This is an optimization exercise on Yosys and OpenROAD, whose aim is small area, a short achievable clock period and few clock cycles, not a production implementation.
In this exercise RTL edits were held to simulation tests only and were not proved equivalent to the original.
Power figures rest on the tool's default switching activity, not on a simulated workload.

### flow/design.v
package mem_subsys_pkg;
  localparam int ADDR_W = 32;
  localparam int DATA_W = 32;
  localparam int BYTE_W = 8;
  typedef enum logic [1:0] {
    LEN_BYTE = 2'd0,
    LEN_HALF = 2'd1,
    LEN_WORD = 2'd2
  } mem_len_t;
  localparam logic [1:0] IO_SEL = 2'b11;
  localparam int unsigned MEM_BYTES = 131072;
endpackage
`timescale 1ns/100ps
module mem_subsys #(
  parameter int ICACHE_INDEX_BITS = 6
) (
  input  logic                                clk_in,
  input  logic                                reset,
  input  logic                                rdy_in,
  input  logic                                flush,
  input  logic                                fetch,
  input  logic [mem_subsys_pkg::ADDR_W-1:0]   fetch_pc,
  output logic                                instr_valid,
  output logic [mem_subsys_pkg::DATA_W-1:0]   instr,
  input  logic                                ls_read,
  input  logic                                ls_write,
  input  logic [mem_subsys_pkg::ADDR_W-1:0]   ls_addr,
  input  logic [1:0]                          ls_len,
  input  logic [mem_subsys_pkg::DATA_W-1:0]   ls_wdata,
  output logic                                ls_done,
  output logic [mem_subsys_pkg::DATA_W-1:0]   ls_rdata,
  input  logic [mem_subsys_pkg::BYTE_W-1:0]   mem_din,
  output logic [mem_subsys_pkg::BYTE_W-1:0]   mem_dout,
  output logic [mem_subsys_pkg::ADDR_W-1:0]   mem_a,
  output logic                                mem_wr,
  input  logic                                io_buffer_full
);
  logic [17:2]  a_q;
  logic [1:0]   lo_q;
  logic         wr_q;
  logic [16:2]  pc_q;
  logic [7:0]   b0_q;
  logic [31:0]  sh_q;
  logic         f_pend_q;
  logic [1:0]   f_k_q;
  logic         op_f_q;
  logic         l_pend_q;
  logic         l_wr_q;
  logic [1:0]   l_len_q;
  logic         op_l_q;
  logic         spec_q;
  logic         c0_q;
  logic         iv_q;
  logic         ld_q;
  logic         hit;
  logic         f3;
  logic         f_job;
  logic [1:0]   f_k;
  logic [1:0]   l_mask;
  logic         l_last;
  logic         l_bus;
  logic [17:2]  a_d;
  logic [1:0]   lo_d;
  logic         wr_d;
  logic         op_f_d;
  logic         op_l_d;
  logic         spec_d;
  logic [1:0]   f_k_d;
  logic         ld_d;
  logic [1:0]   n_mask;
  logic         n_wr;
  logic         go;
  logic         shift_en;
  assign hit = spec_q && (fetch_pc[16:2] == a_q[16:2]);
  assign f3  = op_f_q && (lo_q == 2'd3);
  always_comb begin
    if (fetch) begin
      f_job = 1'b1;
      f_k   = {1'b0, hit};
    end else if (flush) begin
      f_job = 1'b0;
      f_k   = f_k_q;
    end else if (op_f_q) begin
      f_job = (lo_q != 2'd3);
      f_k   = lo_q + 2'd1;
    end else begin
      f_job = f_pend_q;
      f_k   = f_k_q;
    end
  end
  assign l_mask = {l_len_q[1], l_len_q[1] | l_len_q[0]};
  assign l_last = l_wr_q ? ((lo_q & l_mask) == l_mask) : ((lo_q & l_mask) == 2'd0);
  assign l_bus  = ls_read || ls_write || (l_pend_q && !(op_l_q && l_last));
  assign n_mask = {ls_len[1], ls_len[1] | ls_len[0]};
  always_comb begin
    a_d    = a_q;
    lo_d   = lo_q;
    wr_d   = 1'b0;
    op_f_d = 1'b0;
    op_l_d = 1'b0;
    spec_d = 1'b0;
    f_k_d  = f_k;
    ld_d   = op_l_q && !l_wr_q && l_last;
    n_wr   = l_wr_q;
    go     = 1'b1;
    if (l_bus) begin
      if (ls_read || ls_write) begin
        a_d  = ls_addr[17:2];
        lo_d = ls_write ? ls_addr[1:0] : (ls_addr[1:0] | n_mask);
        n_wr = ls_write;
      end else if (op_l_q) begin
        lo_d = l_wr_q ? lo_q + 2'd1 : lo_q - 2'd1;
      end
      go     = !(n_wr && a_d[17] && io_buffer_full);
      op_l_d = go;
      wr_d   = n_wr && go;
      if (ls_read || ls_write)
        ld_d = ls_write && go && ((ls_addr[1:0] & n_mask) == n_mask);
      else
        ld_d = ld_d || (l_wr_q && go && ((lo_d & l_mask) == l_mask));
      if (f_k[1]) f_k_d = 2'd1;
    end else if (f_job) begin
      a_d    = {1'b0, fetch ? fetch_pc[16:2] : pc_q};
      lo_d   = f_k;
      op_f_d = 1'b1;
    end else if (f3) begin
      a_d    = {1'b0, a_q[16:2] + 15'd1};
      lo_d   = 2'd0;
      spec_d = 1'b1;
    end else begin
      spec_d = spec_q;
    end
  end
  assign shift_en = !(l_pend_q && l_wr_q) || wr_q;
  always_ff @(posedge clk_in) begin
    if (reset) begin
      wr_q     <= 1'b0;
      f_pend_q <= 1'b0;
      op_f_q   <= 1'b0;
      l_pend_q <= 1'b0;
      op_l_q   <= 1'b0;
      spec_q   <= 1'b0;
      iv_q     <= 1'b0;
      ld_q     <= 1'b0;
    end else if (rdy_in) begin
      wr_q     <= wr_d;
      f_pend_q <= f_job;
      op_f_q   <= op_f_d;
      l_pend_q <= l_bus;
      op_l_q   <= op_l_d;
      spec_q   <= spec_d;
      iv_q     <= f3 && !flush;
      ld_q     <= ld_d;
    end
  end
  always_ff @(posedge clk_in) begin
    if (rdy_in) begin
      a_q   <= a_d;
      lo_q  <= lo_d;
      f_k_q <= f_k_d;
      c0_q  <= spec_q || (op_f_q && lo_q == 2'd0);
      if (fetch) pc_q <= fetch_pc[16:2];
      if (c0_q) b0_q <= mem_din;
      if (ls_read || ls_write) begin
        l_wr_q  <= ls_write;
        l_len_q <= ls_len;
      end
      if (ls_write) sh_q <= ls_wdata;
      else if (shift_en) sh_q <= {mem_din, sh_q[31:8]};
    end
  end
  assign mem_a    = {14'd0, a_q, lo_q};
  assign mem_wr   = wr_q;
  assign mem_dout = sh_q[7:0];
  assign instr_valid = iv_q && rdy_in;
  assign instr       = {mem_din, sh_q[31:16], b0_q};
  assign ls_done  = ld_q && rdy_in;
  assign ls_rdata = {l_len_q[1] ? sh_q[15:8]  : 8'd0,
                     l_len_q[1] ? sh_q[23:16] : 8'd0,
                     (l_len_q != 2'd0) ? sh_q[31:24] : 8'd0,
                     mem_din};
endmodule
### flow/run.sh
#!/bin/bash
# synth_recipe.tcl (not shown) runs the flow's synth.tcl, then flattens the netlist and writes it again
# the make line also repeats each setting of config.mk as NAME=value (left out here)
make -C /OpenROAD-flow-scripts/flow DESIGN_CONFIG=/design/flow/config.mk WORK_HOME=/design/flow/orfs CLKGATE_MAP_FILE= SYNTH_SCRIPT=/design/flow/synth_recipe.tcl finish
### flow/constraint.sdc
create_clock -name core_clock -period 7.0 [get_ports {clk_in}]
set_input_delay 1.4000 -clock core_clock [delete_from_list [all_inputs] [get_ports {clk_in}]]
set_output_delay 1.4000 -clock core_clock [all_outputs]
set_load 0.01 [all_outputs]
### flow/config.mk
export PLATFORM = sky130hd
export DESIGN_NAME = mem_subsys
export DESIGN_NICKNAME = mem_subsys
export VERILOG_FILES = /design/flow/design.v
export SDC_FILE = /design/flow/constraint.sdc
export NUM_CORES = 4
export LEC_CHECK = 0
export CAP_MARGIN = 20
export CORE_MARGIN = 2
export CORE_UTILIZATION = 40
export PLACE_DENSITY = 0.42
export SLEW_MARGIN = 20
==> implementation parameters, run 1 <==
Parameter                              Value

Outcome
  Outcome ... no timing/DRC/antenna violations

Die
  Area of the core ... 12500 um^2
  Area enclosed by the die boundary ... between 10000 and 15000 um^2
  Total I/O pin count ... 221
  Vertical die dimension ... 117 um
  Initial core utilization ... 0.405
  Die X-Extent ... about 120 um
  # rows ... 41

Finish
  Net count of the finished layout ... 693
  Filler cell count in the final layout ... 1120
  Area occupied by multi-input gates ... 2060 um^2
  Combined flip-flop and latch cell area ... about 2500 um^2
  Most common library cell in the layout ignoring fill and taps ... sky130_fd_sc_hd__clkdlybuf4s50_1
  Commonest cells after routing, fill and taps aside ... sky130_fd_sc_hd__clkdlybuf4s50_1 (174), sky130_fd_sc_hd__edfxtp_1 (79), sky130_fd_sc_hd__mux2_2 (47), sky130_fd_sc_hd__nand2_1 (31), sky130_fd_sc_hd__nor2_1 (27)
  Layout-stage area growth over the synthesis result ... 36.6%
  Final Cell Area ... 6930 um^2
  End-of-flow core utilization ... 0.553
  Non-filler cells, final ... 752
  Share of post-route cells with drive strength above 1 ... 0.133
  Antenna fix cells ... 0

CTS
  CTS buffer count ... 9
  Clock Latency Late Sink ... 350 ps
  Clock tree from TritonCTS ... done
  Clock tree root buffer cell ... sky130_fd_sc_hd__clkbuf_16
  H-tree depth ... 3
  Total of hold buffers inserted after clock tree synthesis ... 0
  CTS Buffer Depth ... 2
  Clock sink total ... 87
  Cts repair resizes ... 0
  Number of post-CTS setup repair buffers ... 0
  CTS clk-pin slew, worst paths ... 60 ps

Synthesis
  Cell variety after synth ... 58
  Synth Register Bits ... between 80 and 90
  Mean instance size in the synthesized netlist ... 11.3 um^2
  Synth warn ... 1
  Cell type with the highest aggregate area in the netlist ... sky130_fd_sc_hd__edfxtp_1
  Post-synthesis cell count ... 449
  Area of the mapped netlist ... 5070 um^2
  Fraction of the yosys area taken by sequential cells ... 0.500
  Cell types with the largest area share after synthesis ... sky130_fd_sc_hd__edfxtp_1 (47%), sky130_fd_sc_hd__mux2_2 (10%), sky130_fd_sc_hd__buf_4 (8.3%), sky130_fd_sc_hd__dfxtp_1 (3.2%), sky130_fd_sc_hd__xor2_1 (3.1%)
  Most used DFF post-synth ... sky130_fd_sc_hd__edfxtp_1
  Number of enable flip-flop cells after synthesis ... a little under 80
  Ys async rst share ... 0
  Area fraction of the dominant cell type after synthesis ... 0.468

Power and ir drop
  Pwr/cell area ... 208 nW/um^2
  Sw power ... 0.360 mW
  Internal cell power ... 1.08 mW
  Part of the power in the clock network ... 0.354
  Flop pwr share ... 0.449
  Pleak ... 2.48 nW
  Switch share ... 0.249
  Combinational power share ... 0.197
  Peak supply drop ... 0.133 mV

STA
  Number of setup violations in the final report ... 0
  FMAX ... 229 MHz
  Setup TNS Final ... 0 ps
  Final hold viol count ... 0
  Worst Clk Skew ... 7.98 ps
  Measured slew at the worst slew-check pin ... 996 ps
  Tcrit/Tclk final ... 0.623
  Pins Over Slew Limit ... 0
  RSZ-0062 raised after global routing ... no
  Post-layout minimum cycle time ... between 4000 and 5000 ps
  Worst slew margin relative to its limit ... 0.336

GRT
  Overall global routing resource usage ... 0.194
  Largest net degree at the start of global routing ... 38
  Global-route wire length before repair ... 19600 um
  Via count of the first global-routing pass ... 3596
  Gr ovfl total ... 0
  Initial antenna violation count ... 0

Route
  Routed vias/inst ... 4.94
  DRC ... 0
  Per-cell routed wire length ... ~17 um
  Routed via count ... 3717
  Iteration count of the initial detailed-routing pass ... 4
  First DRT Iteration DRCs ... 206
  Total length of routed wires ... around 13000 um
  Number of routed nets with antenna violations ... 0

Critical path
  Critical-path cell list ... clkdlybuf4s50_1 > buf_4 > and2_1 > clkdlybuf4s50_1
  Startpoint type of the worst setup path ... primary input
  Required time of the critical path ... ~5600 ps
  Cells on worst reg2reg path ... 5
  Dominant delay contributor by cell family on the critical path ... buffers and inverters
  Worst R2R Setup Slack ... between 3000 and 4000 ps
  RR Startpoint ... lo_q[0]
  Slowest CP cell ... sky130_fd_sc_hd__clkdlybuf4s50_1
  Biggest fanout along the worst timing path ... 32
  Terminus of the critical flop-to-flop path ... a_q[7]
  Cell with the most instances on the worst path ... sky130_fd_sc_hd__clkdlybuf4s50_1
  Crit path kind ... primary input to primary output
  Nature of the critical path endpoint ... primary output
  Largest stage delay on the critical path ... 520 ps
  Signal arrival time at the worst endpoint ... 2960 ps
  Critical path buffer and inverter count ... 3

Worst hold path
  Hold worst-path end ... iv_q
  Worst min-delay path startpoint ... iv_q
  Path category of the worst min-delay check ... flip-flop to flip-flop
  Hold path depth ... 2

Placed design
  Placed standard-cell area ... 6620 um^2
  Detailed Place HPWL ... roughly 9500 um
  Number of buffers added on ports ... 175
  Final Wtd Congestion ... 0.808
  Placed instance count ... 737

Flow run
  Max_cap viols ... 0
[Yosys cell counts, types with 3 or more instances]
cell type and n:
sky130_fd_sc_hd__ha_1 3, sky130_fd_sc_hd__xor2_1 18, sky130_fd_sc_hd__edfxtp_1 79, sky130_fd_sc_hd__xnor2_1 10, sky130_fd_sc_hd__nand2b_1 3, sky130_fd_sc_hd__mux2i_1 5
sky130_fd_sc_hd__o221ai_1 5, sky130_fd_sc_hd__inv_1 10, sky130_fd_sc_hd__nand2_1 31, sky130_fd_sc_hd__nor3_1 6, sky130_fd_sc_hd__nand3_1 6, sky130_fd_sc_hd__nor4_1 5
sky130_fd_sc_hd__mux2_2 47, sky130_fd_sc_hd__buf_4 56, sky130_fd_sc_hd__nor2b_1 10, sky130_fd_sc_hd__nor2_1 27, sky130_fd_sc_hd__o21ai_0 24, sky130_fd_sc_hd__and2_1 21
sky130_fd_sc_hd__a21oi_1 13, sky130_fd_sc_hd__clkbuf_1 9, sky130_fd_sc_hd__nand4_1 3, sky130_fd_sc_hd__o22ai_1 3, sky130_fd_sc_hd__clkbuf_2 3, sky130_fd_sc_hd__buf_2 5
sky130_fd_sc_hd__dfxtp_1 8
[cell type report]
class,count,share of cell area
clock buffer,11,0.0336
sequential,87,0.366
inverter,12,0.00650
multi-input combinational,288,0.298
timing repair buffer,178,0.255
clock inverter,4,0.0103
tap,172,0.0311
[power groups by stage]
stage	clock network, mW	logic (mW)	registers, mW
after floorplan	0	0.159	0.650
after global placement	0	0.284	0.658
after detailed placement	0	0.285	0.660
after CTS	0.520	0.287	0.649
after global routing	0.540	0.309	0.654
final	0.511	0.284	0.648
[per-layer routing]
| layer | vias up | part of all wire | global-route usage |
|---|---|---|---|
| met2 | 146 | 0.48 | 0.312 |
| met5 | - | 0 | 0 |
| met3 | 9 | 0.059 | 0.0483 |
| li1 | 1795 | - | - |
| met4 | 0 | 0.011 | 0.0588 |
| met1 | 1767 | 0.45 | 0.260 |
[kinds of logic (layout without fill, tap and decap cells)]
group                    Yosys count  in the layout  share of synthesized area
flip-flops                        87             87                      0.500
XOR/XNOR                          28             28                     0.0484
buffers and inverters             87            205                      0.111
adder cells (fa/ha/maj)            3              3                    0.00740
AO/OA/AOI/OAI                     70             70                     0.0945
AND/OR/NAND/NOR                  121            121                      0.124
other                              1             14                   0.000740
multiplexers                      52             52                      0.114
[flip-flops by register name, summed over array words and instances, names as in the netlist, 2 cells and up]
signal   cells
a_q         16
b0_q         8
f_k_q        2
l_len_q      2
lo_q         2
pc_q        15
sh_q        32
[per-stage QoR]
step                      power, mW  hold WS, ps  worst slack, ps
final                          1.44          446             2640
after global routing           1.50          464             2570
after CTS                      1.46          450             2640
after detailed placement      0.945          442             2640
after global placement        0.942          436             2640
after floorplan               0.809          427             2950
[tightest hold or removal path, delay by kind of cell, from the launching register on]
family          cells  cell delay (ps)
flops               1              300
simple gates        1               50
compound gates      1               50
[worst max path at each step]
| stage | slack, ps | start | cells after the start | to |
|---|---|---|---|---|
| after floorplan | 2950 | rdy_in | 3 | sh_q[0] |
| after global placement | 2640 | rdy_in | 4 | ls_done |
| after detailed placement | 2640 | rdy_in | 4 | ls_done |
| after CTS | 2640 | rdy_in | 4 | ls_done |
| after global routing | 2570 | rdy_in | 4 | ls_done |
| final | 2640 | rdy_in | 4 | ls_done |
Testbench counts, summed over its fixed seeds: cycles 126,909.
==> run 2: changes to the inputs <==
--- a/flow/design.v
+++ b/flow/design.v
@@ -42,7 +42,7 @@
   logic [7:0]   b0_q;
   logic [31:0]  sh_q;
   logic         f_pend_q;
-  logic [1:0]   f_k_q;
+  logic         f0d_q;
   logic         op_f_q;
   logic         l_pend_q;
   logic         l_wr_q;
@@ -50,6 +50,7 @@
   logic         op_l_q;
   logic         spec_q;
   logic         c0_q;
+  logic         ldf_q;
   logic         iv_q;
   logic         ld_q;
   logic         hit;
@@ -65,7 +66,7 @@
   logic         op_f_d;
   logic         op_l_d;
   logic         spec_d;
-  logic [1:0]   f_k_d;
+  logic         f0d_d;
   logic         ld_d;
   logic [1:0]   n_mask;
   logic         n_wr;
@@ -79,13 +80,13 @@
       f_k   = {1'b0, hit};
     end else if (flush) begin
       f_job = 1'b0;
-      f_k   = f_k_q;
+      f_k   = {1'b0, f0d_q};
     end else if (op_f_q) begin
       f_job = (lo_q != 2'd3);
       f_k   = lo_q + 2'd1;
     end else begin
       f_job = f_pend_q;
-      f_k   = f_k_q;
+      f_k   = {1'b0, f0d_q};
     end
   end
   assign l_mask = {l_len_q[1], l_len_q[1] | l_len_q[0]};
@@ -99,7 +100,7 @@
     op_f_d = 1'b0;
     op_l_d = 1'b0;
     spec_d = 1'b0;
-    f_k_d  = f_k;
+    f0d_d  = f_k != 2'd0;
     ld_d   = op_l_q && !l_wr_q && l_last;
     n_wr   = l_wr_q;
     go     = 1'b1;
@@ -118,20 +119,19 @@
         ld_d = ls_write && go && ((ls_addr[1:0] & n_mask) == n_mask);
       else
         ld_d = ld_d || (l_wr_q && go && ((lo_d & l_mask) == l_mask));
-      if (f_k[1]) f_k_d = 2'd1;
-    end else if (f_job) begin
-      a_d    = {1'b0, fetch ? fetch_pc[16:2] : pc_q};
+    end else if (f_job && (!fetch || hit)) begin
+      a_d    = fetch ? a_q : {1'b0, pc_q};
       lo_d   = f_k;
       op_f_d = 1'b1;
     end else if (f3) begin
-      a_d    = {1'b0, a_q[16:2] + 15'd1};
+      a_d    = {1'b0, pc_q + 15'd1};
       lo_d   = 2'd0;
       spec_d = 1'b1;
     end else begin
       spec_d = spec_q;
     end
   end
-  assign shift_en = !(l_pend_q && l_wr_q) || wr_q;
+  assign shift_en = (!(l_pend_q && l_wr_q) || wr_q) && !ldf_q;
   always_ff @(posedge clk_in) begin
     if (reset) begin
       wr_q     <= 1'b0;
@@ -157,7 +157,8 @@
     if (rdy_in) begin
       a_q   <= a_d;
       lo_q  <= lo_d;
-      f_k_q <= f_k_d;
+      f0d_q <= f0d_d;
+      ldf_q <= ls_read;
       c0_q  <= spec_q || (op_f_q && lo_q == 2'd0);
       if (fetch) pc_q <= fetch_pc[16:2];
       if (c0_q) b0_q <= mem_din;
@@ -165,7 +166,7 @@
         l_wr_q  <= ls_write;
         l_len_q <= ls_len;
       end
-      if (ls_write) sh_q <= ls_wdata;
+      if (ls_read || ls_write) sh_q <= ls_write ? ls_wdata : 32'd0;
       else if (shift_en) sh_q <= {mem_din, sh_q[31:8]};
     end
   end
@@ -175,8 +176,5 @@
   assign instr_valid = iv_q && rdy_in;
   assign instr       = {mem_din, sh_q[31:16], b0_q};
   assign ls_done  = ld_q && rdy_in;
-  assign ls_rdata = {l_len_q[1] ? sh_q[15:8]  : 8'd0,
-                     l_len_q[1] ? sh_q[23:16] : 8'd0,
-                     (l_len_q != 2'd0) ? sh_q[31:24] : 8'd0,
-                     mem_din};
+  assign ls_rdata = {sh_q[15:8], sh_q[23:16], sh_q[31:24], mem_din};
 endmodule
==> flow/flow/run.sh (new file) <==
#!/bin/bash
# Standard ORFS layout with: plain buf_1 cells as the port buffers,
# resizing free to change cell footprints, and a clock tree of clkbuf_8
# without dummy loads. The make output goes to standard.log; ORFS keeps
# each step's log under orfs/logs/.
set -euo pipefail
bash standard.sh 'BUFFER_PORTS_ARGS=-buffer_cell sky130_fd_sc_hd__buf_1' MATCH_CELL_FOOTPRINT=0 \
  'CTS_ARGS=-sink_clustering_enable -repair_clock_nets -dont_use_dummy_load -buf_list sky130_fd_sc_hd__clkbuf_8' \
  finish > standard.log 2>&1
==> flow/standard.sh (new file) <==
#!/bin/bash
# synth_recipe.tcl (not shown) runs the flow's synth.tcl, then flattens the netlist and writes it again
# the make line also repeats each setting of config.mk as NAME=value (left out here)
make -C /OpenROAD-flow-scripts/flow DESIGN_CONFIG=/design/flow/config.mk WORK_HOME=/design/flow/orfs CLKGATE_MAP_FILE= SYNTH_SCRIPT=/design/flow/synth_recipe.tcl "${@:-finish}"
--- a/flow/config.mk
+++ b/flow/config.mk
@@ -9,4 +9,5 @@
 export CORE_MARGIN = 2
 export CORE_UTILIZATION = 40
 export PLACE_DENSITY = 0.42
+export SETUP_SLACK_MARGIN = 3.9
 export SLEW_MARGIN = 20
removed: flow/run.sh
==> implementation parameters, run 2 <==
Parameter                              Value

Critical path
  Biggest fanout along the worst timing path ... 5
  Critical path buffer and inverter count ... 3
  Cell with the most instances on the worst path ... sky130_fd_sc_hd__buf_6
  Startpoint type of the worst setup path ... primary input
  Largest stage delay on the critical path ... 130 ps
  Crit path kind ... primary input to primary output
  Nature of the critical path endpoint ... primary output
  Signal arrival time at the worst endpoint ... approximately 1800 ps
  Required time of the critical path ... 5600 ps
  Dominant delay contributor by cell family on the critical path ... buffers and inverters
  CP Depth ... 4
  Cells on worst reg2reg path ... 7
  Critical-path cell list ... buf_1 > buf_6 > and2_4 > buf_6
  Slowest CP cell ... sky130_fd_sc_hd__and2_4

Die
  Total I/O pin count ... 221
  Vertical die dimension ... 111 um
  # rows ... 39
  Die X-Extent ... 111 um
  Area enclosed by the die boundary ... 12400 um^2
  Initial core utilization ... 0.406
  Area of the core ... 11300 um^2

CTS
  Clock tree from TritonCTS ... done
  CTS Buffer Depth ... 2
  CTS buffer count ... 9
  CTS clk-pin slew, worst paths ... about 70 ps
  Clock sink total ... 87
  Clock Latency Late Sink ... 350 ps
  H-tree depth ... 3
  Total of hold buffers inserted after clock tree synthesis ... 0
  Clock tree root buffer cell ... sky130_fd_sc_hd__clkbuf_8

Finish
  Non-filler cells, final ... 732
  Filler cell count in the final layout ... 1138
  Share of post-route cells with drive strength above 1 ... 0.0968
  Top flop regs ... sh_q x32, a_q x16, pc_q x15
  Commonest cells after routing, fill and taps aside ... sky130_fd_sc_hd__buf_1 (154), sky130_fd_sc_hd__edfxtp_1 (79), sky130_fd_sc_hd__nand2_1 (65), sky130_fd_sc_hd__o21ai_0 (49), sky130_fd_sc_hd__nand2b_1 (34)
  Most common library cell in the layout ignoring fill and taps ... sky130_fd_sc_hd__buf_1
  Reg with most FFs ... sh_q
  Antenna fix cells ... 0
  Layout-stage area growth over the synthesis result ... 17.3%
  End-of-flow core utilization ... 0.477
  Net count of the finished layout ... 708
  Largest register FFs ... 32

Power and ir drop
  Pleak ... 1.90 nW
  Pwr/cell area ... 201 nW/um^2
  Peak supply drop ... 0.127 mV

Synthesis
  Area fraction of the dominant cell type after synthesis ... 0.515
  Portion of netlist area occupied by mux cells ... 0.00653
  Fraction of the yosys area taken by sequential cells ... 0.550
  Synthesized-area fraction occupied by ao, oa, aoi and oai cells ... 0.101
  Cell type with the highest aggregate area in the netlist ... sky130_fd_sc_hd__edfxtp_1
  Cell variety after synth ... 46
  Synth warn ... 1
  Combinational family with the most area after synthesis ... simple AND/OR/NAND/NOR gates
  Area of the mapped netlist ... between 4000 and 5000 um^2
  Cell types with the largest area share after synthesis ... sky130_fd_sc_hd__edfxtp_1 (52%), sky130_fd_sc_hd__buf_4 (7.5%), sky130_fd_sc_hd__nand2_1 (5.4%), sky130_fd_sc_hd__o21ai_0 (5.3%), sky130_fd_sc_hd__xnor2_1 (4.8%)
  Cell types with the highest counts after synthesis ... sky130_fd_sc_hd__edfxtp_1 (79), sky130_fd_sc_hd__nand2_1 (66), sky130_fd_sc_hd__o21ai_0 (49)
  Adder-cell share of the synthesized area ... 0.00816
  Mean instance size in the synthesized netlist ... around 10 um^2
  Synth Register Bits ... 87
  Number of enable flip-flop cells after synthesis ... 79
  Most used DFF post-synth ... sky130_fd_sc_hd__edfxtp_1
  Post-synthesis cell count ... ~440
  Most numerous cell in the Yosys netlist ... sky130_fd_sc_hd__edfxtp_1
  Post-synthesis simple-gate area fraction ... 0.178
  Post-synthesis xor/xnor area fraction ... 0.0571
  Ys async rst share ... 0

STA
  RSZ-0062 raised after global routing ... yes
  Final hold viol count ... 0
  Number of setup violations in the final report ... 0
  Pins Over Slew Limit ... 0
  Tcrit/Tclk final ... 0.463
  Measured slew at the worst slew-check pin ... between 900 and 1000 ps
  FMAX ... 308 MHz
  Worst Clk Skew ... 30.2 ps
  Setup TNS Final ... 0 ps
  Worst hold slack after final layout ... around 480 ps
  Post-layout minimum cycle time ... 3240 ps
  Worst slew margin relative to its limit ... 0.369

Placed design
  Number of buffers added on ports ... about 180
  Final Wtd Congestion ... ~0.77
  Detailed Place HPWL ... 7930 um
  Placed instance count ... 713

Worst hold path
  Hold path depth ... 2
  Path category of the worst min-delay check ... flip-flop to flip-flop

Route
  Routed vias/inst ... 4.86
  First DRT Iteration DRCs ... 153
  Iteration count of the initial detailed-routing pass ... 6
  Total length of routed wires ... 11700 um
  Per-cell routed wire length ... 16.0 um
  DRC ... 0
  Number of routed nets with antenna violations ... 0
  Routed via count ... 3558

GRT
  Initial antenna violation count ... 0
  Via count of the first global-routing pass ... ~3400
  Gr ovfl total ... 0
  Overall global routing resource usage ... 0.185
  Global-route wire length before repair ... 17800 um
  Largest net degree at the start of global routing ... 71

Flow run
  Max_cap viols ... 0

Outcome
  Outcome ... no timing/DRC/antenna violations
-- run 2: cell count changes in the layout (fill, tap and decap cells not counted), moves of 11 or more --
cell / change
sky130_fd_sc_hd__o21ai_0: +25
sky130_fd_sc_hd__nand2_1: +34
sky130_fd_sc_hd__and2_1: -18
sky130_fd_sc_hd__buf_1: +154
sky130_fd_sc_hd__nand2b_1: +31
sky130_fd_sc_hd__clkdlybuf4s50_1: -174
sky130_fd_sc_hd__clkbuf_2: +18
sky130_fd_sc_hd__nor2_1: -11
sky130_fd_sc_hd__xor2_1: -13
sky130_fd_sc_hd__mux2_2: -47
sky130_fd_sc_hd__xnor2_1: +15
-- run 2: power by group --
group	switching, mW	internal, mW
clock network	0.159	0.115
logic	0.109	0.0673
registers	0.0258	0.609
total	0.293	0.792
-- run 2: layout make-up --
type	count	area [um^2]	area share
inverter	11	41.3	0.00765
timing repair buffer	187	807	0.149
clock buffer	9	124	0.0229
sequential	87	2530	0.469
tap	143	179	0.0331
multi-input combinational	295	1720	0.318
-- run 2: metrics by stage --
step / cell area, um^2 / power, mW / setup WS [ps]
after floorplan: 4690 / 0.762 / 3870
final: 5400 / 1.09 / 3760
after CTS: 5380 / 1.10 / 3750
after global placement: 5130 / 0.815 / 2980
after global routing: 5400 / 1.14 / 3740
after detailed placement: 5130 / 0.817 / 2970
-- run 2: tightest hold or removal path: stages, from the launching register on --
cell and delay, ps:
sky130_fd_sc_hd__dfxtp_1 310, sky130_fd_sc_hd__nand2_1 60, sky130_fd_sc_hd__a31oi_1 60
-- run 2: worst paths after layout --
| path | start | endpoint | slack [ps] |
|---|---|---|---|
| worst min-delay path | ld_q | ld_q | 480 |
| worst max register to register | lo_q[0] | a_q[4] | 4360 |
| worst max-delay path | rdy_in | instr_valid | 3760 |
| worst min register to register | ld_q | ld_q | 480 |
-- run 2: timing repair --
action	4_1_cts	5_1_grt
endpoints found under the setup margin	89	29
pin swaps	3	3
resized for setup	29	3
setup buffers	6	1
gates cloned	1	2
-- run 2: cell families (layout without fill, tap and decap cells) --
kind of cell,Yosys count,in the layout
AOI/OAI and AO/OA,81,82
buffers and inverters,75,207
muxes,3,3
adders and majority gates,3,3
and+or+nand+nor,162,163
DFF,87,87
xor gates and xnor gates,30,30
other,1,14
-- run 2: layer usage --
layer / track usage / share of wire
met5: 0 / 0
met4: 0.0420 / 0.0064
met3: 0.0410 / 0.055
met2: 0.299 / 0.47
met1: 0.255 / 0.47
Testbench counts of run 2, summed over its fixed seeds: cycles 127,405.
==> run 3: changes to the inputs <==
==> flow/flow/run.sh (replaced) <==
#!/bin/bash
# Standard ORFS layout with: plain buf_1 cells as the port buffers,
# resizing free to change cell footprints, a clock tree of clkbuf_8 without
# dummy loads, and after placement the rdy_in input buffer split so that
# the gates of instr_valid and ls_done have it to themselves (fix_rdy.tcl).
# Each tool's output goes to a log of its own here; ORFS keeps each step's
# log under orfs/logs/.
set -euo pipefail
ARGS=('BUFFER_PORTS_ARGS=-buffer_cell sky130_fd_sc_hd__buf_1' MATCH_CELL_FOOTPRINT=0
      'CTS_ARGS=-sink_clustering_enable -repair_clock_nets -dont_use_dummy_load -buf_list sky130_fd_sc_hd__clkbuf_8')
bash standard.sh "${ARGS[@]}" place > standard_place.log 2>&1
RES=$PWD/orfs/results/$FLOW_PLATFORM/mem_subsys/base openroad -no_init -exit flow/fix_rdy.tcl > fix_rdy.log 2>&1
bash standard.sh "${ARGS[@]}" finish > standard.log 2>&1
==> flow/flow/fix_rdy.tcl (new file) <==
# Post-placement touch-up of the rdy_in input: rdy_in gates instr_valid and
# ls_done directly (input to output), and also fans out to every register's
# enable. Give the AND gates of those two outputs the port's input buffer to
# themselves, sized up, and put every other load behind one more buffer.
set res $::env(RES)
read_liberty $::env(FLOW_HOME)/platforms/sky130hd/lib/sky130_fd_sc_hd__tt_025C_1v80.lib
read_db $res/3_place.odb
read_sdc $res/3_place.sdc
source $::env(FLOW_HOME)/platforms/sky130hd/setRC.tcl
set block [ord::get_db_block]

proc driver_of {net} {
  foreach it [$net getITerms] { if {[$it isOutputSignal]} { return $it } }
  return ""
}
proc is_buf {inst} { return [string match "sky130_fd_sc_hd__*buf_*" [[$inst getMaster] getName]] }

# the port's input buffer
set ibuf ""
foreach it [[$block findNet rdy_in] getITerms] { set ibuf [$it getInst] }
if {$ibuf eq "" || ![is_buf $ibuf]} { puts "fix_rdy: no input buffer on rdy_in"; exit 0 }
set root [[$ibuf findITerm X] getNet]

# nets of the buffer tree below the input buffer, and the buffers in it
set tree [list $root]
set bufs {}
set i 0
while {$i < [llength $tree]} {
  set n [lindex $tree $i]
  incr i
  foreach it [$n getITerms] {
    if {[$it isInputSignal] && [is_buf [$it getInst]]} {
      lappend bufs [$it getInst]
      lappend tree [[[$it getInst] findITerm X] getNet]
    }
  }
}
puts "fix_rdy: [llength $bufs] buffers below [$ibuf getName]"

# the gates that drive the output buffers of instr_valid and ls_done
set crit {}
foreach port {instr_valid ls_done} {
  set obuf [[driver_of [$block findNet $port]] getInst]
  set g [[driver_of [[$obuf findITerm A] getNet]] getInst]
  foreach it [$g getITerms] {
    if {[$it isInputSignal] && [lsearch -exact $tree [$it getNet]] >= 0} { lappend crit $it }
  }
}
if {[llength $crit] != 2} { puts "fix_rdy: found [llength $crit] gate pins, leaving it"; exit 0 }

# flatten the tree onto the input buffer, then split the non-critical loads off
if {[llength $bufs]} { remove_buffers [lmap b $bufs {$b getName}] }
set root [[$ibuf findITerm X] getNet]
replace_cell [$ibuf getName] sky130_fd_sc_hd__buf_4
set others {}
foreach it [$root getITerms] {
  if {[$it isInputSignal] && [lsearch -exact $crit $it] < 0} {
    lappend others "[[$it getInst] getName]/[[$it getMTerm] getName]"
  }
}
puts "fix_rdy: [llength $crit] critical loads, [llength $others] others"
set loc [[$ibuf getBBox] xMin]
insert_buffer -buffer_cell sky130_fd_sc_hd__buf_4 -net [$root getName] -load_pins [get_pins $others] -buffer_name rdy_tree
detailed_placement
check_placement
write_db $res/3_place.odb
==> implementation parameters, run 3 <==
Parameter                              Value

STA
  Number of setup violations in the final report ... 0
  Setup TNS Final ... 0 ps
  Pins Over Slew Limit ... 0
  Post-layout minimum cycle time ... around 3100 ps
  Worst slew margin relative to its limit ... 0.496
  Tcrit/Tclk final ... 0.448
  Worst hold slack after final layout ... 483 ps
  Measured slew at the worst slew-check pin ... approximately 760 ps
  Final hold viol count ... 0
  Worst Clk Skew ... 16.2 ps
  FMAX ... 319 MHz
  RSZ-0062 raised after global routing ... yes

GRT
  Largest net degree at the start of global routing ... 71
  Overall global routing resource usage ... 0.185
  Initial antenna violation count ... 0
  Global-route wire length before repair ... 17800 um
  Via count of the first global-routing pass ... 3382
  Gr ovfl total ... 0

Die
  # rows ... 39
  Area of the core ... 11300 um^2
  Vertical die dimension ... between 100 and 150 um
  Area enclosed by the die boundary ... 12400 um^2
  Initial core utilization ... 0.406
  Total I/O pin count ... roughly 220
  Die X-Extent ... 111 um

Critical path
  Signal arrival time at the worst endpoint ... 1740 ps
  Nature of the critical path endpoint ... primary output
  Worst R2R Setup Slack ... about 4400 ps
  Timing startpoint of the critical path ... rdy_in
  Crit path kind ... primary input to primary output
  Biggest fanout along the worst timing path ... 3
  Terminus of the critical flop-to-flop path ... a_q[13]
  Required time of the critical path ... 5600 ps
  CP Depth ... 3
  Largest stage delay on the critical path ... between 100 and 150 ps
  Cells on worst reg2reg path ... 7
  Startpoint type of the worst setup path ... primary input
  Critical-path cell list ... buf_8 > and2_4 > buf_6
  RR Startpoint ... lo_q[0]
  Crit path capture ... instr_valid
  Critical path buffer and inverter count ... 2
  Slowest CP cell ... sky130_fd_sc_hd__and2_4
  Dominant delay contributor by cell family on the critical path ... buffers and inverters

Placed design
  Number of buffers added on ports ... 175
  Final Wtd Congestion ... 0.773
  Placed standard-cell area ... 5130 um^2
  Detailed Place HPWL ... 7930 um

Power and ir drop
  Peak supply drop ... 0.122 mV
  Pwr/cell area ... 201 nW/um^2
  Pleak ... 1.90 nW

Finish
  Largest register FFs ... 32
  Share of post-route cells with drive strength above 1 ... 0.0954
  Filler cell count in the final layout ... ~1100
  Final Cell Area ... 5400 um^2
  Antenna fix cells ... 0
  Most common library cell in the layout ignoring fill and taps ... sky130_fd_sc_hd__buf_1
  Reg with most FFs ... sh_q
  Commonest cells after routing, fill and taps aside ... sky130_fd_sc_hd__buf_1 (153), sky130_fd_sc_hd__edfxtp_1 (79), sky130_fd_sc_hd__nand2_1 (65), sky130_fd_sc_hd__o21ai_0 (49), sky130_fd_sc_hd__nand2b_1 (34)
  Top flop regs ... sh_q x32, a_q x16, pc_q x15
  Net count of the finished layout ... 706
  Layout-stage area growth over the synthesis result ... 17.3%

Route
  Iteration count of the initial detailed-routing pass ... 4
  First DRT Iteration DRCs ... approximately 120
  Per-cell routed wire length ... 16.1 um
  DRC ... 0
  Routed vias/inst ... around 4.8
  Number of routed nets with antenna violations ... 0
  Routed via count ... 3530
  Total length of routed wires ... 11700 um

Synthesis
  Fraction of the yosys area taken by sequential cells ... 0.550
  Ys async rst share ... 0
  Synth warn ... 1
  Area fraction of the dominant cell type after synthesis ... 0.515
  Most numerous cell in the Yosys netlist ... sky130_fd_sc_hd__edfxtp_1
  Cell types with the largest area share after synthesis ... sky130_fd_sc_hd__edfxtp_1 (52%), sky130_fd_sc_hd__buf_4 (7.5%), sky130_fd_sc_hd__nand2_1 (5.4%), sky130_fd_sc_hd__o21ai_0 (5.3%), sky130_fd_sc_hd__xnor2_1 (4.8%)
  Number of enable flip-flop cells after synthesis ... roughly 80
  Cell types with the highest counts after synthesis ... sky130_fd_sc_hd__edfxtp_1 (79), sky130_fd_sc_hd__nand2_1 (66), sky130_fd_sc_hd__o21ai_0 (49)
  Most used DFF post-synth ... sky130_fd_sc_hd__edfxtp_1
  Synth Register Bits ... 87
  Cell type with the highest aggregate area in the netlist ... sky130_fd_sc_hd__edfxtp_1
  Post-synthesis cell count ... 442
  Cell variety after synth ... 46
  Mean instance size in the synthesized netlist ... between 10 and 15 um^2
  Area of the mapped netlist ... 4600 um^2

CTS
  Clock Latency Late Sink ... around 350 ps
  Clock tree root buffer cell ... sky130_fd_sc_hd__clkbuf_8
  Clock sink total ... 87
  H-tree depth ... 3
  CTS Buffer Depth ... 2
  CTS buffer count ... 9
  Total of hold buffers inserted after clock tree synthesis ... 0
  CTS clk-pin slew, worst paths ... ~70 ps
  Clock tree from TritonCTS ... done

Flow run
  Max_cap viols ... 0

Outcome
  Outcome ... no timing/DRC/antenna violations

Worst hold path
  Path category of the worst min-delay check ... flip-flop to flip-flop
run 3: cell counts after synthesis:
No cell type changed its count.
run 3: worst min path at each step:
stage | start | endpoint | slack, ps | cells after the start
after CTS | ld_q | ld_q | 490 | 2
final | ld_q | ld_q | 480 | 2
after detailed placement | ld_q | ld_q | 480 | 2
after global routing | ld_q | ld_q | 500 | 2
after floorplan | ld_q | ld_q | 460 | 2
after global placement | ld_q | ld_q | 470 | 2
run 3: logic make-up after synthesis:
logic type               Yosys count  share of synthesized area
AND/OR/NAND/NOR                  162                      0.178
flip-flops                        87                      0.550
AO/OA/AOI/OAI                     81                      0.101
buffers and inverters             75                     0.0990
XOR/XNOR                          30                     0.0571
adder cells (fa/ha/maj)            3                    0.00816
multiplexers                       3                    0.00653
other                              1                   0.000815
run 3: final cells by class:
cell class	count	area, um^2	area share
Clock buffer	9	124	0.0229
Inverter	11	41.3	0.00765
Sequential cell	87	2530	0.469
Multi-Input combinational cell	295	1720	0.319
Timing Repair Buffer	185	800	0.148
Tap cell	143	179	0.0331
run 3: tightest hold or removal path: stages (launching register included):
cell and delay, ps:
sky130_fd_sc_hd__dfxtp_1 310, sky130_fd_sc_hd__nand2_1 60, sky130_fd_sc_hd__a31oi_1 60
run 3: routing by layer:
metal	part of all wire	global-route usage
met5	0	0
met3	0.060	0.0399
met1	0.45	0.251
met2	0.47	0.304
met4	0.012	0.0469
run 3: timing repair:
action / 4_1_cts / 5_1_grt
pin swaps: 3 / 3
gates resized for setup: 28 / 6
cloned: 1 / 2
setup buffers: 5 / 0
endpoints found under the setup margin: 90 / 30
run 3: metrics by stage:
| step | utilization | setup WS [ps] | std cells | power, mW |
|---|---|---|---|---|
| after floorplan | - | 3870 | 455 | 0.762 |
| after global placement | 0.454 | 2980 | 713 | 0.815 |
| after detailed placement | 0.454 | 2970 | 713 | 0.817 |
| after CTS | 0.475 | 3860 | 728 | 1.10 |
| after global routing | 0.477 | 3860 | 730 | 1.14 |
| final | 0.477 | 3860 | 730 | 1.08 |
run 3: power by group:
group	total, mW	internal (mW)	switching, mW	leakage [nW]
Clock	0.273	0.115	0.157	0.0647
Combinational	0.176	0.0673	0.109	1.00
Sequential	0.635	0.609	0.0260	0.832
==> run 4: changes to the inputs <==
--- a/flow/design.v
+++ b/flow/design.v
@@ -68,6 +68,7 @@
   logic         spec_d;
   logic         f0d_d;
   logic         ld_d;
+  assign ld_d = op_l_q && l_last;
   logic [1:0]   n_mask;
   logic         n_wr;
   logic         go;
@@ -101,7 +102,6 @@
     op_l_d = 1'b0;
     spec_d = 1'b0;
     f0d_d  = f_k != 2'd0;
-    ld_d   = op_l_q && !l_wr_q && l_last;
     n_wr   = l_wr_q;
     go     = 1'b1;
     if (l_bus) begin
@@ -115,10 +115,6 @@
       go     = !(n_wr && a_d[17] && io_buffer_full);
       op_l_d = go;
       wr_d   = n_wr && go;
-      if (ls_read || ls_write)
-        ld_d = ls_write && go && ((ls_addr[1:0] & n_mask) == n_mask);
-      else
-        ld_d = ld_d || (l_wr_q && go && ((lo_d & l_mask) == l_mask));
     end else if (f_job && (!fetch || hit)) begin
       a_d    = fetch ? a_q : {1'b0, pc_q};
       lo_d   = f_k;
--- a/flow/config.mk
+++ b/flow/config.mk
@@ -9,5 +9,5 @@
 export CORE_MARGIN = 2
 export CORE_UTILIZATION = 40
 export PLACE_DENSITY = 0.42
-export SETUP_SLACK_MARGIN = 3.9
+export SETUP_SLACK_MARGIN = 3.8
 export SLEW_MARGIN = 20
==> implementation parameters, run 4 <==
Parameter                              Value

Outcome
  Outcome ... no timing/DRC/antenna violations

Synthesis
  Area of the mapped netlist ... around 4500 um^2
  Adder-cell share of the synthesized area ... 0.00827
  Cell types with the largest area share after synthesis ... sky130_fd_sc_hd__edfxtp_1 (52%), sky130_fd_sc_hd__buf_4 (7.8%), sky130_fd_sc_hd__xor2_1 (5.6%), sky130_fd_sc_hd__nand2b_1 (5.2%), sky130_fd_sc_hd__nand2_1 (4.8%)
  Post-synthesis cell count ... 429
  Cell types with the highest counts after synthesis ... sky130_fd_sc_hd__edfxtp_1 (79), sky130_fd_sc_hd__nand2_1 (58), sky130_fd_sc_hd__buf_4 (47)
  Synth Register Bits ... 87
  Ys async rst share ... 0
  Cell type with the highest aggregate area in the netlist ... sky130_fd_sc_hd__edfxtp_1
  Combinational family with the most area after synthesis ... simple AND/OR/NAND/NOR gates
  Number of enable flip-flop cells after synthesis ... 79
  Area fraction of the dominant cell type after synthesis ... 0.522
  Portion of netlist area occupied by mux cells ... 0.00441
  Mean instance size in the synthesized netlist ... approximately 11 um^2
  Most used DFF post-synth ... sky130_fd_sc_hd__edfxtp_1
  Cell variety after synth ... just over 40
  Fraction of the yosys area taken by sequential cells ... 0.558
  Synthesized-area fraction occupied by ao, oa, aoi and oai cells ... 0.0984
  Post-synthesis xor/xnor area fraction ... 0.0579
  Post-synthesis simple-gate area fraction ... 0.171
  Synth warn ... 1
  Most numerous cell in the Yosys netlist ... sky130_fd_sc_hd__edfxtp_1

STA
  Worst slew margin relative to its limit ... 0.486
  Worst Clk Skew ... 15.6 ps
  Tcrit/Tclk final ... 0.454
  Number of setup violations in the final report ... 0
  FMAX ... 315 MHz
  Post-layout minimum cycle time ... 3170 ps
  Worst hold slack after final layout ... 457 ps
  Measured slew at the worst slew-check pin ... 771 ps
  RSZ-0062 raised after global routing ... no
  Setup TNS Final ... 0 ps
  Worst setup margin ... approximately 3800 ps
  Pins Over Slew Limit ... 0
  Final hold viol count ... 0

Critical path
  Nature of the critical path endpoint ... primary output
  Timing startpoint of the critical path ... rdy_in
  Required time of the critical path ... between 5000 and 6000 ps
  Worst R2R Setup Slack ... approximately 4600 ps
  Biggest fanout along the worst timing path ... 3
  Crit path kind ... primary input to primary output
  Startpoint type of the worst setup path ... primary input
  Cells on worst reg2reg path ... 6
  RR Startpoint ... lo_q[0]
  Signal arrival time at the worst endpoint ... 1770 ps

Finish
  Antenna fix cells ... 0
  Combined flip-flop and latch cell area ... 2530 um^2
  Reg with most FFs ... sh_q
  Top flop regs ... sh_q x32, a_q x16, pc_q x15
  Share of post-route cells with drive strength above 1 ... 0.0391
  Net count of the finished layout ... a little under 700
  Most common library cell in the layout ignoring fill and taps ... sky130_fd_sc_hd__buf_1
  Largest register FFs ... 32
  Commonest cells after routing, fill and taps aside ... sky130_fd_sc_hd__buf_1 (173), sky130_fd_sc_hd__edfxtp_1 (79), sky130_fd_sc_hd__nand2_1 (58), sky130_fd_sc_hd__o21ai_0 (43), sky130_fd_sc_hd__nand2b_1 (37)
  Filler cell count in the final layout ... 1108
  Area occupied by multi-input gates ... 1610 um^2
  Layout-stage area growth over the synthesis result ... 13.6%

Power and ir drop
  Sw power ... 0.285 mW
  Flop pwr share ... 0.593
  Part of the power in the clock network ... 0.260
  Pleak ... about 1.8 nW
  Switch share ... 0.268
  Internal cell power ... between 0.7 and 0.8 mW
  Total power ... 1.07 mW
  Pwr/cell area ... 207 nW/um^2
  Combinational power share ... 0.147
  Peak supply drop ... 0.0761 mV

GRT
  Largest net degree at the start of global routing ... 70
  Global-route wire length before repair ... 17100 um
  Gr ovfl total ... 0
  Via count of the first global-routing pass ... about 3200
  Initial antenna violation count ... 0
  Overall global routing resource usage ... 0.175

Route
  Routed vias/inst ... 4.83
  DRC ... 0
  Routed via count ... 3396
  Number of routed nets with antenna violations ... 0
  Iteration count of the initial detailed-routing pass ... 4
  Per-cell routed wire length ... 15.3 um
  First DRT Iteration DRCs ... 168
  Total length of routed wires ... roughly 11000 um

Die
  # rows ... 38
  Area of the core ... 10900 um^2
  Die X-Extent ... 111 um
  Area enclosed by the die boundary ... between 10000 and 15000 um^2
  Initial core utilization ... 0.415
  Vertical die dimension ... 111 um
  Total I/O pin count ... ~220

Worst hold path
  Worst min-delay path startpoint ... f_pend_q
  Hold path depth ... 2
  Path category of the worst min-delay check ... flip-flop to flip-flop

CTS
  CTS clk-pin slew, worst paths ... 60 ps
  CTS buffer count ... 9
  Clock Latency Late Sink ... 350 ps
  Clock sink total ... 87
  H-tree depth ... 3
  Clock tree root buffer cell ... sky130_fd_sc_hd__clkbuf_8
  Clock tree from TritonCTS ... done
  CTS Buffer Depth ... 2

Flow run
  Max_cap viols ... 0

Placed design
  Number of buffers added on ports ... 175
  Detailed Place HPWL ... 7500 um
  Final Wtd Congestion ... 0.756
  Pre-CTS setup slack ... 3180 ps
run 4: layout make-up:
class	count	area share
sequential	87	0.491
multi-input combinational	282	0.312
timing repair buffer	179	0.134
tap	140	0.0340
clock buffer	9	0.0240
inverter	6	0.00437
run 4: logic make-up after synthesis:
family,after synthesis
adders and majority gates,3
xor gates and xnor gates,30
and+or+nand+nor,153
buffers and inverters,73
AOI/OAI and AO/OA,80
other,1
muxes,2
DFF,87
run 4: worst max-delay path, stage by stage:
cell and delay [ps]:
sky130_fd_sc_hd__buf_4 120, sky130_fd_sc_hd__and2_1 130, sky130_fd_sc_hd__buf_1 120
run 4: repair_timing:
action / 4_1_cts / 5_1_grt
buffers inserted: 1 / 0
resized for setup: 2 / 2
pin swaps: 1 / 0
hold buffers: 0 / 0
setup endpoints to repair: 51 / 27
run 4: through the flow:
stage	instance area [um^2]	instances	util
after floorplan	4590	442	-
after global placement	5010	693	0.458
after detailed placement	5010	693	0.458
after CTS	5150	703	0.471
after global routing	5160	703	0.472
final	5160	703	0.472
run 4: power groups by stage:
stage	combinational, mW	sequential [mW]	clock [mW]
after CTS	0.159	0.633	0.289
after detailed placement	0.157	0.645	0
after global placement	0.157	0.644	0
after global routing	0.177	0.637	0.309
final	0.157	0.632	0.277
after floorplan	0.103	0.650	0
run 4: path summary, 6_finish.rpt:
check                     end
setup reg to reg       a_q[4]
hold reg to reg      f_pend_q
setup / recovery  instr_valid
hold / removal       f_pend_q
run 4: routing by layer:
layer	vias up	global-route usage	share of wire
met5	-	0	0
met4	0	0.0567	0.0092
met3	7	0.0401	0.056
met2	122	0.262	0.45
met1	1569	0.252	0.48
li1	1698	-	-
Testbench counts of run 4, summed over its fixed seeds: cycles 127,406.
==> run 5: changes to the inputs <==
--- a/flow/design.v
+++ b/flow/design.v
@@ -39,8 +39,8 @@
   logic [1:0]   lo_q;
   logic         wr_q;
   logic [16:2]  pc_q;
-  logic [7:0]   b0_q;
   logic [31:0]  sh_q;
+  logic         wf_q;
   logic         f_pend_q;
   logic         f0d_q;
   logic         op_f_q;
@@ -73,6 +73,7 @@
   logic         n_wr;
   logic         go;
   logic         shift_en;
+  logic         lose_b0;
   assign hit = spec_q && (fetch_pc[16:2] == a_q[16:2]);
   assign f3  = op_f_q && (lo_q == 2'd3);
   always_comb begin
@@ -101,7 +102,7 @@
     op_f_d = 1'b0;
     op_l_d = 1'b0;
     spec_d = 1'b0;
-    f0d_d  = f_k != 2'd0;
+    f0d_d  = (f_k != 2'd0) && !lose_b0;
     n_wr   = l_wr_q;
     go     = 1'b1;
     if (l_bus) begin
@@ -127,7 +128,8 @@
       spec_d = spec_q;
     end
   end
-  assign shift_en = (!(l_pend_q && l_wr_q) || wr_q) && !ldf_q;
+  assign lose_b0 = ls_write && (c0_q || (ls_addr[17] && io_buffer_full));
+  assign shift_en = (!(l_pend_q && l_wr_q) || (wr_q && !wf_q)) && !ldf_q;
   always_ff @(posedge clk_in) begin
     if (reset) begin
       wr_q     <= 1'b0;
@@ -138,7 +140,10 @@
       spec_q   <= 1'b0;
       iv_q     <= 1'b0;
       ld_q     <= 1'b0;
+      wf_q     <= 1'b0;
     end else if (rdy_in) begin
+      if (ls_write) wf_q <= 1'b1;
+      else if (wr_q) wf_q <= 1'b0;
       wr_q     <= wr_d;
       f_pend_q <= f_job;
       op_f_q   <= op_f_d;
@@ -157,20 +162,21 @@
       ldf_q <= ls_read;
       c0_q  <= spec_q || (op_f_q && lo_q == 2'd0);
       if (fetch) pc_q <= fetch_pc[16:2];
-      if (c0_q) b0_q <= mem_din;
       if (ls_read || ls_write) begin
         l_wr_q  <= ls_write;
         l_len_q <= ls_len;
       end
-      if (ls_read || ls_write) sh_q <= ls_write ? ls_wdata : 32'd0;
-      else if (shift_en) sh_q <= {mem_din, sh_q[31:8]};
+      if (ls_write) sh_q[7:0] <= ls_wdata[7:0];
+      else if (c0_q && !(wf_q && !wr_q)) sh_q[7:0] <= mem_din;
+      if (ls_read || ls_write) sh_q[31:8] <= ls_write ? ls_wdata[31:8] : 24'd0;
+      else if (shift_en) sh_q[31:8] <= {mem_din, sh_q[31:16]};
     end
   end
   assign mem_a    = {14'd0, a_q, lo_q};
   assign mem_wr   = wr_q;
-  assign mem_dout = sh_q[7:0];
+  assign mem_dout = wf_q ? sh_q[7:0] : sh_q[15:8];
   assign instr_valid = iv_q && rdy_in;
-  assign instr       = {mem_din, sh_q[31:16], b0_q};
+  assign instr       = {mem_din, sh_q[31:16], sh_q[7:0]};
   assign ls_done  = ld_q && rdy_in;
   assign ls_rdata = {sh_q[15:8], sh_q[23:16], sh_q[31:24], mem_din};
 endmodule
==> implementation parameters, run 5 <==
Parameter                              Value

Outcome
  Outcome ... no timing/DRC/antenna violations

STA
  Final hold viol count ... 0
  Number of setup violations in the final report ... 0
  Post-layout minimum cycle time ... 3170 ps
  Measured slew at the worst slew-check pin ... 811 ps
  FMAX ... around 320 MHz
  Worst setup margin ... 3830 ps
  Tcrit/Tclk final ... 0.453
  Setup TNS Final ... 0 ps
  Worst Clk Skew ... 17.3 ps
  Worst slew margin relative to its limit ... 0.457
  Pins Over Slew Limit ... 0
  RSZ-0062 raised after global routing ... no

Placed design
  Detailed Place HPWL ... 8090 um
  Pre-CTS setup slack ... 3140 ps
  Final Wtd Congestion ... 0.791
  Number of buffers added on ports ... 175

Die
  Die X-Extent ... 109 um
  # rows ... 38
  Initial core utilization ... 0.410
  Total I/O pin count ... 221
  Vertical die dimension ... 109 um
  Area of the core ... 10800 um^2
  Area enclosed by the die boundary ... 11900 um^2

Finish
  Layout-stage area growth over the synthesis result ... 14.7%
  Top flop regs ... sh_q x32, a_q x16, pc_q x15
  Commonest cells after routing, fill and taps aside ... sky130_fd_sc_hd__buf_1 (172), sky130_fd_sc_hd__nand2_1 (71), sky130_fd_sc_hd__edfxtp_1 (71), sky130_fd_sc_hd__o21ai_0 (43), sky130_fd_sc_hd__nand2b_1 (31)
  Reg with most FFs ... sh_q
  Net count of the finished layout ... ~700
  Most common library cell in the layout ignoring fill and taps ... sky130_fd_sc_hd__buf_1
  Largest register FFs ... 32
  Share of post-route cells with drive strength above 1 ... 0.0642
  End-of-flow core utilization ... 0.470
  Antenna fix cells ... 0

Route
  Per-cell routed wire length ... about 16 um
  DRC ... 0
  Iteration count of the initial detailed-routing pass ... 4
  Total length of routed wires ... 11100 um
  First DRT Iteration DRCs ... 162
  Number of routed nets with antenna violations ... 0
  Routed vias/inst ... 4.83
  Routed via count ... between 3000 and 4000

CTS
  Clock tree from TritonCTS ... done
  CTS clk-pin slew, worst paths ... 70 ps
  Clock tree root buffer cell ... sky130_fd_sc_hd__clkbuf_8
  Clock Latency Late Sink ... 350 ps
  CTS Buffer Depth ... 2
  CTS buffer count ... 9
  Total of hold buffers inserted after clock tree synthesis ... 0
  H-tree depth ... 3
  Clock sink total ... 80

Power and ir drop
  Flop pwr share ... 0.574
  Pleak ... about 1.8 nW
  Internal cell power ... 0.739 mW
  Peak supply drop ... 0.0811 mV
  Combinational power share ... 0.165
  Pwr/cell area ... 201 nW/um^2
  Part of the power in the clock network ... 0.261
  Switch share ... 0.275
  Sw power ... around 0.28 mW

GRT
  Gr ovfl total ... 0
  Largest net degree at the start of global routing ... 64
  Overall global routing resource usage ... 0.189
  Global-route wire length before repair ... 16600 um
  Via count of the first global-routing pass ... 3202
  Initial antenna violation count ... 0

Critical path
  Signal arrival time at the worst endpoint ... 1770 ps
  Biggest fanout along the worst timing path ... 3
  Worst R2R Setup Slack ... 4450 ps
  Required time of the critical path ... 5600 ps
  RR Startpoint ... lo_q[0]
  Startpoint type of the worst setup path ... primary input
  Terminus of the critical flop-to-flop path ... a_q[5]
  Nature of the critical path endpoint ... primary output
  Crit path kind ... primary input to primary output
  Cells on worst reg2reg path ... 7

Worst hold path
  Hold path depth ... 2
  Hold worst-path end ... f_pend_q
  Path category of the worst min-delay check ... flip-flop to flip-flop
  Worst min-delay path startpoint ... f_pend_q

Synthesis
  Synth warn ... 1
  Area of the mapped netlist ... 4420 um^2
  Most used DFF post-synth ... sky130_fd_sc_hd__edfxtp_1
  Cell types with the highest counts after synthesis ... sky130_fd_sc_hd__edfxtp_1 (71), sky130_fd_sc_hd__nand2_1 (71), sky130_fd_sc_hd__buf_4 (46)
  Cell types with the largest area share after synthesis ... sky130_fd_sc_hd__edfxtp_1 (48%), sky130_fd_sc_hd__buf_4 (7.8%), sky130_fd_sc_hd__nand2_1 (6.0%), sky130_fd_sc_hd__xor2_1 (5.1%), sky130_fd_sc_hd__o21ai_0 (4.9%)
  Fraction of the yosys area taken by sequential cells ... 0.523
  Cell variety after synth ... 44
  Cell type with the highest aggregate area in the netlist ... sky130_fd_sc_hd__edfxtp_1
  Mean instance size in the synthesized netlist ... 10.1 um^2
  Area fraction of the dominant cell type after synthesis ... 0.482
  Ys async rst share ... 0
  Number of enable flip-flop cells after synthesis ... 71
  Synth Register Bits ... 80
  Post-synthesis cell count ... 437

Flow run
  Max_cap viols ... 0
run 5: how the worst max path moves through the flow:
stage / from / to / slack [ps]
2_1_floorplan: rdy_in / instr_valid / 3870
3_3_place_gp: fetch_pc[16] / a_q[8] / 3160
3_5_place_dp: fetch_pc[16] / a_q[8] / 3140
4_1_cts: rdy_in / instr_valid / 3800
5_1_grt: rdy_in / instr_valid / 3820
6_report: rdy_in / instr_valid / 3830
run 5: stage by stage:
stage / total power, mW / hold WS, ps / cell area (um^2) / cells
after global placement: 0.767 / 445 / 4920 / 704
final: 1.02 / 468 / 5070 / 716
after global routing: 1.08 / 495 / 5070 / 716
after floorplan: 0.712 / 432 / 4480 / 450
after detailed placement: 0.767 / 460 / 4920 / 704
after CTS: 1.03 / 468 / 5070 / 716
run 5: area by class of cell:
cell class	count	area (um^2)
multi-input combinational	297	1710
tap	140	175
clock buffer	9	124
fill	1072	5720
inverter	7	26.3
timing repair buffer	183	727
sequential	80	2310
run 5: cells by family (layout without fill, tap and decap cells):
family          after synthesis  after routing  synth area share
simple gates                166            166             0.188
mux                          10             10            0.0249
flops                        80             80             0.523
fa+ha+maj                     3              3           0.00849
other cells                   1             14          0.000848
compound gates               74             74            0.0930
buf+inv                      73            199             0.103
xor+xnor                     30             30            0.0594
run 5: worst max-delay path: stages:
cell and delay, ps:
sky130_fd_sc_hd__buf_6 100, sky130_fd_sc_hd__and2_1 140, sky130_fd_sc_hd__buf_2 130
run 5: repair_timing:
action,4_1_cts,5_1_grt
cloned,0,0
pin swaps,1,0
setup endpoints to repair,20,1
resized for setup,1,3
setup buffers,3,0
endpoints found under the hold margin,0,0
run 5: power by group through the flow:
stage                     registers, mW  clock network, mW  logic (mW)
after floorplan                   0.600                  0       0.112
after global placement            0.596                  0       0.171
after detailed placement          0.596                  0       0.171
after CTS                         0.586              0.275       0.172
after global routing              0.590              0.294       0.191
final                             0.585              0.266       0.169
run 5: per-layer routing:
| layer | vias to the layer above | GRT usage | part of all wire |
|---|---|---|---|
| li1 | 1728 | - | - |
| met1 | 1598 | 0.244 | 0.44 |
| met2 | 118 | 0.311 | 0.48 |
| met3 | 11 | 0.0389 | 0.061 |
| met4 | 0 | 0.0732 | 0.015 |
| met5 | - | 0 | 0 |
Testbench counts of run 5, summed over its fixed seeds: cycles 127,406.
==> run 6: changes to the inputs <==
--- a/flow/design.v
+++ b/flow/design.v
@@ -40,7 +40,6 @@
   logic         wr_q;
   logic [16:2]  pc_q;
   logic [31:0]  sh_q;
-  logic         wf_q;
   logic         f_pend_q;
   logic         f0d_q;
   logic         op_f_q;
@@ -129,7 +128,7 @@
     end
   end
   assign lose_b0 = ls_write && (c0_q || (ls_addr[17] && io_buffer_full));
-  assign shift_en = (!(l_pend_q && l_wr_q) || (wr_q && !wf_q)) && !ldf_q;
+  assign shift_en = (!(l_pend_q && l_wr_q) || wr_q) && !ldf_q;
   always_ff @(posedge clk_in) begin
     if (reset) begin
       wr_q     <= 1'b0;
@@ -140,10 +139,7 @@
       spec_q   <= 1'b0;
       iv_q     <= 1'b0;
       ld_q     <= 1'b0;
-      wf_q     <= 1'b0;
     end else if (rdy_in) begin
-      if (ls_write) wf_q <= 1'b1;
-      else if (wr_q) wf_q <= 1'b0;
       wr_q     <= wr_d;
       f_pend_q <= f_job;
       op_f_q   <= op_f_d;
@@ -166,15 +162,17 @@
         l_wr_q  <= ls_write;
         l_len_q <= ls_len;
       end
-      if (ls_write) sh_q[7:0] <= ls_wdata[7:0];
-      else if (c0_q && !(wf_q && !wr_q)) sh_q[7:0] <= mem_din;
-      if (ls_read || ls_write) sh_q[31:8] <= ls_write ? ls_wdata[31:8] : 24'd0;
-      else if (shift_en) sh_q[31:8] <= {mem_din, sh_q[31:16]};
+      if (ls_write) sh_q[7:0] <= ls_wdata[31:24];
+      else if (c0_q && !(l_pend_q && l_wr_q && !wr_q)) sh_q[7:0] <= mem_din;
+      if (ls_read || ls_write)
+        sh_q[31:8] <= ls_write ? {ls_wdata[23:16], ls_wdata[15:8], ls_wdata[7:0]} : 24'd0;
+      else if (shift_en)
+        sh_q[31:8] <= {(l_pend_q && l_wr_q) ? sh_q[7:0] : mem_din, sh_q[31:16]};
     end
   end
   assign mem_a    = {14'd0, a_q, lo_q};
   assign mem_wr   = wr_q;
-  assign mem_dout = wf_q ? sh_q[7:0] : sh_q[15:8];
+  assign mem_dout = sh_q[15:8];
   assign instr_valid = iv_q && rdy_in;
   assign instr       = {mem_din, sh_q[31:16], sh_q[7:0]};
   assign ls_done  = ld_q && rdy_in;
--- a/flow/config.mk
+++ b/flow/config.mk
@@ -9,5 +9,5 @@
 export CORE_MARGIN = 2
 export CORE_UTILIZATION = 40
 export PLACE_DENSITY = 0.42
-export SETUP_SLACK_MARGIN = 3.8
+export SETUP_SLACK_MARGIN = 3.85
 export SLEW_MARGIN = 20
==> implementation parameters, run 6 <==
Parameter                              Value

Finish
  Share of post-route cells with drive strength above 1 ... 0.0927
  Layout-stage area growth over the synthesis result ... 15.4%
  Filler cell count in the final layout ... about 1100
  Net count of the finished layout ... 669
  Reg with most FFs ... sh_q
  Top flop regs ... sh_q x32, a_q x16, pc_q x15
  Antenna fix cells ... 0
  Most common library cell in the layout ignoring fill and taps ... sky130_fd_sc_hd__buf_1
  Combined flip-flop and latch cell area ... 2290 um^2
  Non-filler cells, final ... 690
  Area occupied by multi-input gates ... 1640 um^2

Placed design
  Detailed Place HPWL ... 7700 um
  Number of buffers added on ports ... 175
  Placed instance count ... 675

CTS
  CTS clk-pin slew, worst paths ... 80 ps
  Clock tree root buffer cell ... sky130_fd_sc_hd__clkbuf_8
  Clock sink total ... 79
  Clock Latency Late Sink ... 340 ps
  CTS buffer count ... 9
  CTS Buffer Depth ... 2

STA
  Measured slew at the worst slew-check pin ... 1050 ps
  RSZ-0062 raised after global routing ... no
  Worst Clk Skew ... ~12 ps
  FMAX ... approximately 320 MHz
  Number of setup violations in the final report ... 0
  Setup TNS Final ... 0 ps
  Post-layout minimum cycle time ... 3130 ps
  Pins Over Slew Limit ... 0
  Tcrit/Tclk final ... 0.448
  Worst slew margin relative to its limit ... 0.299

Synthesis
  Fraction of the yosys area taken by sequential cells ... 0.527
  Cell type with the highest aggregate area in the netlist ... sky130_fd_sc_hd__edfxtp_1
  Area of the mapped netlist ... 4350 um^2
  Ys async rst share ... 0
  Cell types with the highest counts after synthesis ... sky130_fd_sc_hd__nand2_1 (75), sky130_fd_sc_hd__edfxtp_1 (71), sky130_fd_sc_hd__buf_4 (54)
  Number of enable flip-flop cells after synthesis ... 71
  Most numerous cell in the Yosys netlist ... sky130_fd_sc_hd__nand2_1
  Mean instance size in the synthesized netlist ... 10.4 um^2
  Area fraction of the dominant cell type after synthesis ... 0.490
  Cell variety after synth ... 45
  Synth Register Bits ... 79

Die
  # rows ... 38
  Die X-Extent ... 108 um
  Area enclosed by the die boundary ... 11700 um^2
  Area of the core ... 10700 um^2
  Initial core utilization ... 0.405

Worst hold path
  Path category of the worst min-delay check ... flip-flop to flip-flop

Critical path
  Terminus of the critical flop-to-flop path ... a_q[16]
  RR Startpoint ... lo_q[0]
  Cells on worst reg2reg path ... 7
  Required time of the critical path ... 5600 ps
  Signal arrival time at the worst endpoint ... 1730 ps
  Nature of the critical path endpoint ... primary output
  Biggest fanout along the worst timing path ... 3
  Worst R2R Setup Slack ... 4480 ps

Power and ir drop
  Pleak ... around 1.8 nW
  Peak supply drop ... 0.0933 mV
  Pwr/cell area ... approximately 200 nW/um^2

Route
  Routed vias/inst ... 4.84
  First DRT Iteration DRCs ... 140
  Number of routed nets with antenna violations ... 0
  Total length of routed wires ... 10700 um
  Iteration count of the initial detailed-routing pass ... 4
  Per-cell routed wire length ... ~16 um
  Routed via count ... approximately 3300

GRT
  Initial antenna violation count ... 0
  Overall global routing resource usage ... 0.184
  Via count of the first global-routing pass ... 3089
  Global-route wire length before repair ... 16000 um
  Largest net degree at the start of global routing ... 38

Outcome
  Outcome ... no timing/DRC/antenna violations
-- run 6: cell count changes in the layout (fill, tap and decap cells not counted), sizes merged, moves of 4 or more --
cell	before	now
nand2	71	76
nand2b	31	1
clkbuf	10	14
mux2i	2	10
and2	7	3
buf	182	178
nor2	20	15
-- run 6: routing by layer --
metal  share of wire  global-route usage  up-vias
met1            0.44               0.251     1539
met5               0                   0        -
met3           0.075              0.0368       10
met4           0.011              0.0659        0
li1                -                   -     1652
met2            0.47               0.290      142
-- run 6: metrics by stage --
| stage | hold slack [ps] | worst slack, ps | total power [mW] |
|---|---|---|---|
| after detailed placement | 446 | 2760 | 0.752 |
| after global placement | 444 | 2750 | 0.752 |
| after floorplan | 432 | 3870 | 0.705 |
| after global routing | 498 | 3860 | 1.06 |
| after CTS | 457 | 3850 | 1.02 |
| final | 457 | 3870 | 1.01 |
-- run 6: final cells by class --
class                   instances  share of cell area
multi-input cells             273               0.326
well taps                     140              0.0349
flip-flops and latches         79               0.457
clock buffers                   9              0.0247
repair buffers                183               0.152
inverters                       6             0.00523
-- run 6: power breakdown --
group	total [mW]	internal, mW	switching, mW
sequential	0.577	0.554	0.0234
clock	0.263	0.115	0.148
combinational	0.168	0.0622	0.106
-- run 6: timing repair --
item	4_1_cts	5_1_grt
gates cloned	0	0
endpoints found under the setup margin	47	24
hold buffers	0	0
pin swaps	1	2
setup buffers	1	4
gates resized for setup	13	10
-- run 6: worst min path at each step --
| stage | startpoint | endpoint | slack [ps] | cells after the start |
|---|---|---|---|---|
| 2_1_floorplan | f_pend_q | f_pend_q | 430 | 2 |
| 3_3_place_gp | f_pend_q | f_pend_q | 440 | 2 |
| 3_5_place_dp | f_pend_q | f_pend_q | 450 | 2 |
| 4_1_cts | f_pend_q | f_pend_q | 460 | 2 |
| 5_1_grt | f_pend_q | f_pend_q | 500 | 2 |
| 6_report | f_pend_q | f_pend_q | 460 | 2 |
-- run 6: logic make-up after synthesis --
kind of cell | after synthesis | synth area share
AND/OR/NAND/NOR | 132 | 0.145
flip-flops | 79 | 0.527
buffers and inverters | 79 | 0.118
AO/OA/AOI/OAI | 76 | 0.0966
XOR/XNOR | 30 | 0.0604
multiplexers | 18 | 0.0437
adder cells (fa/ha/maj) | 3 | 0.00863
other | 1 | 0.000862
-- run 6: worst max-delay path, cell delays in order --
cell and delay (ps):
sky130_fd_sc_hd__buf_8 100, sky130_fd_sc_hd__and2_4 120, sky130_fd_sc_hd__buf_6 110
Testbench counts of run 6, summed over its fixed seeds: cycles 127,406.

Setup slack of run 6, layout unchanged: 3.866 ns with ideal ports, 3.826 ns with driving cells assumed (clock clkbuf_16, inputs buf_2), 3.673 ns with port delays also shifted by the 0.371 ns mid clock arrival.
